What follows belongs to an exercise in optimizing a design on an open flow for small area, a short achievable clock period and few clock cycles; a production flow would make more cautious choices. At most, simulation tests tie the RTL to the original design; equivalence was not proved. Power figures rest on the tool's default switching activity, not on a simulated workload.

Setup of lane 1:
==> flow/design.v <==
`timescale 1ns/1ns
`default_nettype none
package cache_pkg;
	typedef logic [32-1:0]  word_t;
	typedef logic [30-1:0] paddr_t;    
	typedef logic [28-1:0] laddr_t;    
	typedef logic [128-1:0]  line_t;     
	typedef logic [26-1:0]    tag_t;
	typedef logic [2-1:0]  index_t;
	typedef logic [2-1:0] offset_t;
	typedef logic way_t;
	typedef enum logic [1:0] {
		ST_READY     = 2'd0,    
		ST_WRITEBACK = 2'd1,    
		ST_REFILL    = 2'd2     
	} cache_state_e;
endpackage
`default_nettype wire
`timescale 1ns/1ns
`default_nettype none
module cache_top (
	input  wire         clk,
	input  wire         rst_n,
	input  wire         i_proc_read,
	input  wire         i_proc_write,
	input  wire [30-1:0] i_proc_addr,
	input  wire [32-1:0]  i_proc_wdata,
	output logic [32-1:0]       o_proc_rdata,
	output logic        o_proc_stall,
	output logic        o_mem_read,
	output logic        o_mem_write,
	output logic [28-1:0]      o_mem_addr,
	output logic [128-1:0]       o_mem_wdata,
	input  wire [128-1:0]  i_mem_rdata,
	input  wire         i_mem_ready
);
	logic        valid;
	logic        dirty;    
	logic [28-1:0] tag;    
	logic [128-1:0]  line;
	logic        done;     
	logic        pend;     
	logic        rd;       
	logic        wb;       
	logic [32-1:0] rdata;
	logic [28-1:0] laddr;
	logic [2-1:0] off;
	logic        req;
	logic        fresh;
	logic        hit;
	logic        lookup_hit;
	logic        lookup_miss;
	logic        rd_ready;
	logic        dirty_eff;
	logic        dirty_nxt;
	logic        port_free;
	logic        start_rd;
	logic        start_wb;
	logic        done_nxt;
	assign laddr = i_proc_addr[30-1:2];
	assign off   = i_proc_addr[2-1:0];
	assign req   = i_proc_read | i_proc_write;
	assign fresh = ~done & ~pend;
	assign hit   = valid & (tag == laddr);
	assign lookup_hit  = fresh & req & hit;
	assign lookup_miss = fresh & req & ~hit;
	assign rd_ready    = rd & i_mem_ready;
	assign dirty_eff = dirty & ~(wb & i_mem_ready);
	assign dirty_nxt = dirty_eff | (i_proc_write & (lookup_hit | rd_ready));
	assign port_free = ~((wb | rd) & ~i_mem_ready);
	assign start_rd  = (lookup_miss | (pend & ~rd)) & port_free & ~dirty_eff;
	assign start_wb  = port_free & dirty_nxt & ~start_rd;
	assign done_nxt  = lookup_hit | rd_ready;
	assign o_proc_stall = ~done;
	assign o_proc_rdata = rdata;
	assign o_mem_read   = rd;
	assign o_mem_write  = wb;
	assign o_mem_addr   = tag;
	assign o_mem_wdata  = line;
	always_ff @(posedge clk or negedge rst_n) begin
		if (!rst_n) begin
			valid <= 1'b0;
			dirty <= 1'b0;
			done  <= 1'b0;
			pend  <= 1'b0;
			rd    <= 1'b0;
			wb    <= 1'b0;
		end else begin
			dirty <= dirty_nxt;
			done  <= done_nxt;
			pend  <= (lookup_miss | pend) & ~rd_ready;
			rd    <= (rd & ~i_mem_ready) | start_rd;
			wb    <= (wb & ~i_mem_ready) | start_wb;
			if (start_rd)
				valid <= 1'b0;
			else if (rd_ready)
				valid <= 1'b1;
		end
	end
	always_ff @(posedge clk) begin
		if (start_rd)
			tag <= laddr;
		if (rd_ready) begin
			line <= i_mem_rdata;
			if (i_proc_write)
				line[off*32 +: 32] <= i_proc_wdata;
		end else if (lookup_hit & i_proc_write) begin
			line[off*32 +: 32] <= i_proc_wdata;
		end
		rdata <= '1;
		if (done_nxt & i_proc_read)
			rdata <= rd_ready ? i_mem_rdata[off*32 +: 32]
			                  : line[off*32 +: 32];
	end
endmodule
`default_nettype wire
clock: 8.0 ns
lec_check: 0
abc_clock_period_in_ps: 2500
cap_margin: 20
core_margin: 2
core_utilization: 40
setup_slack_margin: 5
slew_margin: 20
run.sh (not shown) runs the stock make flow with config.mk's settings and CLKGATE_MAP_FILE= SYNTH_SCRIPT=/design/flow/synth_recipe.tcl, a recipe that flattens the netlist after the stock synthesis.
Testbench counts of lane 1, summed over its fixed seeds: cycles 107,107.
Here is what was changed in the inputs of lane 2 compared with lane 1.
diff --git a/flow/design.v b/flow/design.v
--- a/flow/design.v
+++ b/flow/design.v
@@ -46,33 +46,29 @@
 	logic [28-1:0] laddr;
 	logic [2-1:0] off;
 	logic        req;
 	logic        fresh;
 	logic        hit;
-	logic        lookup_hit;
-	logic        lookup_miss;
 	logic        rd_ready;
 	logic        dirty_eff;
 	logic        dirty_nxt;
 	logic        port_free;
+	logic        load_tag;
 	logic        start_rd;
 	logic        start_wb;
-	logic        done_nxt;
 	assign laddr = i_proc_addr[30-1:2];
 	assign off   = i_proc_addr[2-1:0];
 	assign req   = i_proc_read | i_proc_write;
 	assign fresh = ~done & ~pend;
 	assign hit   = valid & (tag == laddr);
-	assign lookup_hit  = fresh & req & hit;
-	assign lookup_miss = fresh & req & ~hit;
-	assign rd_ready    = rd & i_mem_ready;
+	assign rd_ready = rd & i_mem_ready;
 	assign dirty_eff = dirty & ~(wb & i_mem_ready);
-	assign dirty_nxt = dirty_eff | (i_proc_write & (lookup_hit | rd_ready));
+	assign dirty_nxt = dirty_eff | (i_proc_write & (done | rd_ready | (fresh & hit)));
 	assign port_free = ~((wb | rd) & ~i_mem_ready);
-	assign start_rd  = (lookup_miss | (pend & ~rd)) & port_free & ~dirty_eff;
-	assign start_wb  = port_free & dirty_nxt & ~start_rd;
-	assign done_nxt  = lookup_hit | rd_ready;
+	assign load_tag  = ((fresh & req) | (pend & ~rd)) & port_free & ~dirty_eff;
+	assign start_rd  = load_tag & ~(fresh & hit);
+	assign start_wb  = port_free & dirty_nxt;
 	assign o_proc_stall = ~done;
 	assign o_proc_rdata = rdata;
 	assign o_mem_read   = rd;
 	assign o_mem_write  = wb;
 	assign o_mem_addr   = tag;
@@ -85,32 +81,27 @@
 			pend  <= 1'b0;
 			rd    <= 1'b0;
 			wb    <= 1'b0;
 		end else begin
 			dirty <= dirty_nxt;
-			done  <= done_nxt;
-			pend  <= (lookup_miss | pend) & ~rd_ready;
+			done  <= (fresh & req & hit) | rd_ready;
+			pend  <= ((fresh & req & ~hit) | pend) & ~rd_ready;
 			rd    <= (rd & ~i_mem_ready) | start_rd;
 			wb    <= (wb & ~i_mem_ready) | start_wb;
-			if (start_rd)
-				valid <= 1'b0;
-			else if (rd_ready)
+			if (rd_ready)
 				valid <= 1'b1;
 		end
 	end
 	always_ff @(posedge clk) begin
-		if (start_rd)
+		if (load_tag)
 			tag <= laddr;
-		if (rd_ready) begin
+		if (rd_ready)
 			line <= i_mem_rdata;
-			if (i_proc_write)
-				line[off*32 +: 32] <= i_proc_wdata;
-		end else if (lookup_hit & i_proc_write) begin
+		else if (done & i_proc_write)
 			line[off*32 +: 32] <= i_proc_wdata;
-		end
 		rdata <= '1;
-		if (done_nxt & i_proc_read)
+		if (i_proc_read & ~done)
 			rdata <= rd_ready ? i_mem_rdata[off*32 +: 32]
 			                  : line[off*32 +: 32];
 	end
 endmodule
 `default_nettype wire
Findings:
Share of the clock period used by the worst path after layout down 6.6 points in lane 2 wrt lane 1
Lane 2 vs. lane 1: post-synthesis to final-layout area growth went down 15 points; sequential cell power went up about 20%; logic depth of the worst path, buffers included went down 7.
Comparing lane 1 and lane 2, post-layout worst setup margin is higher on lane 2.
In the flow results for lane 1 and lane 2, the count of TritonRoute iterations in the first routing pass is larger on lane 1.
The RTL of lane 2 was laid out without a check of its function.

Another version of the RTL of cache_top (not shown whole).
Size: ~790 cells after synthesis.
==> module cache_top, before the edit <==
module cache_top (
	input  wire         clk,
	input  wire         rst_n,
	input  wire         i_proc_read,
	input  wire         i_proc_write,
	input  wire [30-1:0] i_proc_addr,
	input  wire [32-1:0]  i_proc_wdata,
	output logic [32-1:0]       o_proc_rdata,
	output logic        o_proc_stall,
	output logic        o_mem_read,
	output logic        o_mem_write,
	output logic [28-1:0]      o_mem_addr,
	output logic [128-1:0]       o_mem_wdata,
	input  wire [128-1:0]  i_mem_rdata,
	input  wire         i_mem_ready
);
	logic        valid;
	logic        dirty;    
	logic [28-1:0] tag;    
	logic [128-1:0]  line;
	logic        done;     
	logic        pend;     
	logic        rd;       
	logic        wb;       
	logic [32-1:0] rdata;
	logic [28-1:0] laddr;
	logic [2-1:0] off;
	logic        req;
	logic        fresh;
	logic        hit;
	logic        rd_ready;
	logic        dirty_eff;
	logic        dirty_nxt;
	logic        port_free;
	logic        load_tag;
	logic        start_rd;
	logic        start_wb;
	logic [4-1:0] wen;
	logic [4-1:0] wsel;    
	logic [128-1:0]  line_nxt;
	logic [32-1:0] nxt_word;
	assign laddr = i_proc_addr[30-1:2];
	assign off   = i_proc_addr[2-1:0];
	assign req   = i_proc_read | i_proc_write;
	assign fresh = ~done & ~pend;
	assign hit   = valid & (tag == laddr);
	assign rd_ready = rd & i_mem_ready;
	assign dirty_eff = dirty & ~(wb & i_mem_ready);
	assign dirty_nxt = dirty_eff | (i_proc_write & (done | rd_ready | (fresh & hit)));
	assign port_free = ~((wb | rd) & ~i_mem_ready);
	assign load_tag  = ((fresh & req) | (pend & ~rd)) & port_free & ~dirty_eff;
	assign start_rd  = load_tag & ~(fresh & hit);
	assign start_wb  = port_free & dirty_nxt;
	always_comb begin
		nxt_word  = '0;
		for (int k = 0; k < 4; k++) begin
			wen[k] = done & wsel[k];
			if (off == k) begin
				nxt_word  = line_nxt[k*32 +: 32];
			end
		end
	end
	assign o_proc_stall = ~done;
	assign o_proc_rdata = rdata;
	assign o_mem_read   = rd;
	assign o_mem_write  = wb;
	assign o_mem_addr   = tag;
	assign o_mem_wdata  = line;
	always_ff @(posedge clk or negedge rst_n) begin
		if (!rst_n) begin
			valid <= 1'b0;
			dirty <= 1'b0;
			done  <= 1'b0;
			pend  <= 1'b0;
			rd    <= 1'b0;
			wb    <= 1'b0;
		end else begin
			dirty <= dirty_nxt;
			done  <= (fresh & req & hit) | rd_ready;
			pend  <= ((fresh & req & ~hit) | pend) & ~rd_ready;
			rd    <= (rd & ~i_mem_ready) | start_rd;
			wb    <= (wb & ~i_mem_ready) | start_wb;
			if (rd_ready)
				valid <= 1'b1;
		end
	end
	always_comb begin
		for (int k = 0; k < 4; k++)
			line_nxt[k*32 +: 32] =
				({32{rd}} & i_mem_rdata[k*32 +: 32]) |
				({32{wen[k]}} & i_proc_wdata) |
				({32{~rd & ~wen[k]}} & line[k*32 +: 32]);
	end
	always_ff @(posedge clk) begin
		if (load_tag)
			tag <= laddr;
		for (int k = 0; k < 4; k++)
			wsel[k] <= i_proc_write & (off == k);
		line <= line_nxt;
		rdata <= '1;
		if (i_proc_read & ~done)
			rdata <= nxt_word;    
	end
endmodule
Settings: LEC_CHECK=0, ABC_CLOCK_PERIOD_IN_PS=2500, CAP_MARGIN=20, CORE_MARGIN=2, CORE_UTILIZATION=40, SLEW_MARGIN=20; clock period 8.0 ns.
standard.sh (not shown) runs the stock make flow with config.mk's settings and CLKGATE_MAP_FILE= SYNTH_SCRIPT=/design/flow/synth_recipe.tcl, a recipe that flattens the netlist after the stock synthesis.
==> flow/flow/run.sh <==
#!/bin/bash
# The standard layout, with:
#  - the port buffers made of the smallest buffer cell,
#  - timing repair aiming for extra setup slack,
#  - the slow many-input OR/NOR cells (or4*, nor4*, nor3*) added to the platform's
#    don't-use list (flow/dont_use.txt holds the platform's list and these), so that
#    the tag compare maps to faster gates,
#  - clock tree synthesis without dummy loads and free to use smaller clock buffers.
set -euo pipefail
here=$(cd "$(dirname "$0")" && pwd)
export BUFFER_PORTS_ARGS="-buffer_cell sky130_fd_sc_hd__buf_1"
export SETUP_SLACK_MARGIN=5.4
export CTS_ARGS="-sink_clustering_enable -repair_clock_nets -dont_use_dummy_load -buf_list {sky130_fd_sc_hd__clkbuf_4 sky130_fd_sc_hd__clkbuf_8 sky130_fd_sc_hd__clkbuf_16}"
bash standard.sh "DONT_USE_CELLS=$(cat "$here/dont_use.txt")" finish > standard_flow.log 2>&1
Other scripts of this flow, unchanged in this note and not shown: flow/flow/dont_use.txt
Testbench counts at the start, summed over its fixed seeds: cycles 107,445.
Edit:
--- a/flow/design.v
+++ b/flow/design.v
@@ -41,10 +41,16 @@
 	logic        done;     
 	logic        pend;     
 	logic        rd;       
 	logic        wb;       
 	logic [32-1:0] rdata;
+	logic        stall_q;
+	logic        rd_q;
+	logic        wb_q;
+	logic        done_nxt;
+	logic        rd_nxt;
+	logic        wb_nxt;
 	logic [28-1:0] laddr;
 	logic [2-1:0] off;
 	logic        req;
 	logic        fresh;
 	logic        hit;
@@ -69,23 +75,26 @@
 	assign dirty_nxt = dirty_eff | (i_proc_write & (done | rd_ready | (fresh & hit)));
 	assign port_free = ~((wb | rd) & ~i_mem_ready);
 	assign load_tag  = ((fresh & req) | (pend & ~rd)) & port_free & ~dirty_eff;
 	assign start_rd  = load_tag & ~(fresh & hit);
 	assign start_wb  = port_free & dirty_nxt;
+	assign done_nxt  = (fresh & req & hit) | rd_ready;
+	assign rd_nxt    = (rd & ~i_mem_ready) | start_rd;
+	assign wb_nxt    = (wb & ~i_mem_ready) | start_wb;
 	always_comb begin
 		nxt_word  = '0;
 		for (int k = 0; k < 4; k++) begin
 			wen[k] = done & wsel[k];
 			if (off == k) begin
 				nxt_word  = line_nxt[k*32 +: 32];
 			end
 		end
 	end
-	assign o_proc_stall = ~done;
+	assign o_proc_stall = stall_q;
 	assign o_proc_rdata = rdata;
-	assign o_mem_read   = rd;
-	assign o_mem_write  = wb;
+	assign o_mem_read   = rd_q;
+	assign o_mem_write  = wb_q;
 	assign o_mem_addr   = tag;
 	assign o_mem_wdata  = line;
 	always_ff @(posedge clk or negedge rst_n) begin
 		if (!rst_n) begin
 			valid <= 1'b0;
@@ -94,14 +103,14 @@
 			pend  <= 1'b0;
 			rd    <= 1'b0;
 			wb    <= 1'b0;
 		end else begin
 			dirty <= dirty_nxt;
-			done  <= (fresh & req & hit) | rd_ready;
+			done  <= done_nxt;
 			pend  <= ((fresh & req & ~hit) | pend) & ~rd_ready;
-			rd    <= (rd & ~i_mem_ready) | start_rd;
-			wb    <= (wb & ~i_mem_ready) | start_wb;
+			rd    <= rd_nxt;
+			wb    <= wb_nxt;
 			if (rd_ready)
 				valid <= 1'b1;
 		end
 	end
 	always_comb begin
@@ -112,10 +121,13 @@
 				({32{~rd & ~wen[k]}} & line[k*32 +: 32]);
 	end
 	always_ff @(posedge clk) begin
 		if (load_tag)
 			tag <= laddr;
+		stall_q <= ~done_nxt;
+		rd_q    <= rd_nxt;
+		wb_q    <= wb_nxt;
 		for (int k = 0; k < 4; k++)
 			wsel[k] <= i_proc_write & (off == k);
 		line <= line_nxt;
 		rdata <= '1;
 		if (i_proc_read & ~done)
=> The changed run ran to the end with no violations. Global-route usage fell by 1.1 points. Design area rises by 3.2%. Flip-flop and latch count rises by 3. Clock-buffer cell count rose by 5. Clock power climbs by 22%. Register-to-register slack degrades by 0.06 ns. Setup slack gets better by 0.13 ns. Die area increases by 0.97%.
No functional check of the RTL was part of the second run of this note.

Starting RTL as in the previous note.
Settings: LEC_CHECK=0, ABC_CLOCK_PERIOD_IN_PS=2500, CAP_MARGIN=20, CORE_MARGIN=2, CORE_UTILIZATION=40, SLEW_MARGIN=20; clock period 8.0 ns.
==> flow/flow/run.sh <==
#!/bin/bash
# The standard layout, with:
#  - the port buffers made of the smallest buffer cell,
#  - timing repair aiming for extra setup slack,
#  - the slow many-input OR/NOR cells (or4*, nor4*, nor3*) added to the platform's
#    don't-use list (flow/dont_use.txt holds the platform's list and these), so that
#    the tag compare maps to faster gates,
#  - clock tree synthesis without dummy loads and free to use smaller clock buffers.
set -euo pipefail
here=$(cd "$(dirname "$0")" && pwd)
export BUFFER_PORTS_ARGS="-buffer_cell sky130_fd_sc_hd__buf_1"
export SETUP_SLACK_MARGIN=5.3
export CTS_ARGS="-sink_clustering_enable -repair_clock_nets -dont_use_dummy_load -buf_list {sky130_fd_sc_hd__clkbuf_4 sky130_fd_sc_hd__clkbuf_8 sky130_fd_sc_hd__clkbuf_16}"
bash standard.sh "DONT_USE_CELLS=$(cat "$here/dont_use.txt")" finish > standard_flow.log 2>&1
Other scripts of this flow, unchanged in this note and not shown: flow/flow/dont_use.txt
Testbench counts at the start, summed over its fixed seeds: cycles 107,445.
Rerun with:
--- a/flow/design.v
+++ b/flow/design.v
@@ -41,10 +41,16 @@
 	logic        done;     
 	logic        pend;     
 	logic        rd;       
 	logic        wb;       
 	logic [32-1:0] rdata;
+	logic        stall_q;
+	logic        rd_q;
+	logic        wb_q;
+	logic        done_nxt;
+	logic        rd_nxt;
+	logic        wb_nxt;
 	logic [28-1:0] laddr;
 	logic [2-1:0] off;
 	logic        req;
 	logic        fresh;
 	logic        hit;
@@ -69,23 +75,26 @@
 	assign dirty_nxt = dirty_eff | (i_proc_write & (done | rd_ready | (fresh & hit)));
 	assign port_free = ~((wb | rd) & ~i_mem_ready);
 	assign load_tag  = ((fresh & req) | (pend & ~rd)) & port_free & ~dirty_eff;
 	assign start_rd  = load_tag & ~(fresh & hit);
 	assign start_wb  = port_free & dirty_nxt;
+	assign done_nxt  = (fresh & req & hit) | rd_ready;
+	assign rd_nxt    = (rd & ~i_mem_ready) | start_rd;
+	assign wb_nxt    = (wb & ~i_mem_ready) | start_wb;
 	always_comb begin
 		nxt_word  = '0;
 		for (int k = 0; k < 4; k++) begin
 			wen[k] = done & wsel[k];
 			if (off == k) begin
 				nxt_word  = line_nxt[k*32 +: 32];
 			end
 		end
 	end
-	assign o_proc_stall = ~done;
+	assign o_proc_stall = stall_q;
 	assign o_proc_rdata = rdata;
-	assign o_mem_read   = rd;
-	assign o_mem_write  = wb;
+	assign o_mem_read   = rd_q;
+	assign o_mem_write  = wb_q;
 	assign o_mem_addr   = tag;
 	assign o_mem_wdata  = line;
 	always_ff @(posedge clk or negedge rst_n) begin
 		if (!rst_n) begin
 			valid <= 1'b0;
@@ -94,14 +103,14 @@
 			pend  <= 1'b0;
 			rd    <= 1'b0;
 			wb    <= 1'b0;
 		end else begin
 			dirty <= dirty_nxt;
-			done  <= (fresh & req & hit) | rd_ready;
+			done  <= done_nxt;
 			pend  <= ((fresh & req & ~hit) | pend) & ~rd_ready;
-			rd    <= (rd & ~i_mem_ready) | start_rd;
-			wb    <= (wb & ~i_mem_ready) | start_wb;
+			rd    <= rd_nxt;
+			wb    <= wb_nxt;
 			if (rd_ready)
 				valid <= 1'b1;
 		end
 	end
 	always_comb begin
@@ -112,10 +121,13 @@
 				({32{~rd & ~wen[k]}} & line[k*32 +: 32]);
 	end
 	always_ff @(posedge clk) begin
 		if (load_tag)
 			tag <= laddr;
+		stall_q <= ~done_nxt;
+		rd_q    <= rd_nxt;
+		wb_q    <= wb_nxt;
 		for (int k = 0; k < 4; k++)
 			wsel[k] <= i_proc_write & (off == k);
 		line <= line_nxt;
 		rdata <= '1;
 		if (i_proc_read & ~done)
=> The new run ran to the end with no violations. Non-clock buffer count climbs by 3. Hold slack improves by 14 ps. Global-route usage went down by 1.1 points. Fmax drops by 0.37%. Setup slack got worse by 9.7 ps. Routed wire length came out lower by 2.1%. Final area rose by 1.9%. Combinational power came out lower by about 3%. Power went up by 3.3%. Cell count came out higher by 0.99%. First-iteration DRC count climbs by 0.69%. Flip-flop and latch count rises by 3.
The RTL of the second run of this note was laid out without a check of its function.

==> afterwards: timing with drivers on the ports <==
In the flow no input, the clock included, has a driving cell. The finished layouts below were timed again as built, in two steps.
Step 1: set_driving_cell puts a clkbuf_16 on clk and a buf_2 on each other input, an assumption about the parent block.
Step 2 moves the port delays by t, midway between the first and last clock arrival at a register: inputs arrive t later, outputs are due t later. That takes back most of the time a late clock gives input paths.
a / b / c = ideal ports / drivers / drivers and shift; a / b = the first two.
run	t (ns)	setup slack, ns	latest minus earliest clock arrival (ns)	worst register clock-pin slew, ns	worst slew at a driven data input, ns
lane 1	0.485	4.488 / 4.498 / 4.013	0.024 / 0.024	0.09 / 0.09	0.10
lane 2	0.489	5.020 / 4.971 / 4.543	0.016 / 0.016	0.08 / 0.08	0.09
the first run of note 2	0.454	5.238 / 5.191 / 5.059	0.033 / 0.032	0.08 / 0.08	0.08
the second run of note 2	0.532	5.364 / 5.317 / 5.020	0.020 / 0.020	0.06 / 0.06	0.07
the first run of note 3	0.463	5.349 / 5.301 / 4.934	0.030 / 0.030	0.08 / 0.08	0.09
the second run of note 3	0.538	5.339 / 5.292 / 4.893	0.015 / 0.014	0.06 / 0.06	0.07
After both steps setup and hold are still met in every run listed. The setup slack of lane 2, which loses most, moves by -0.049 ns with the drivers and by -0.477 ns with both steps.
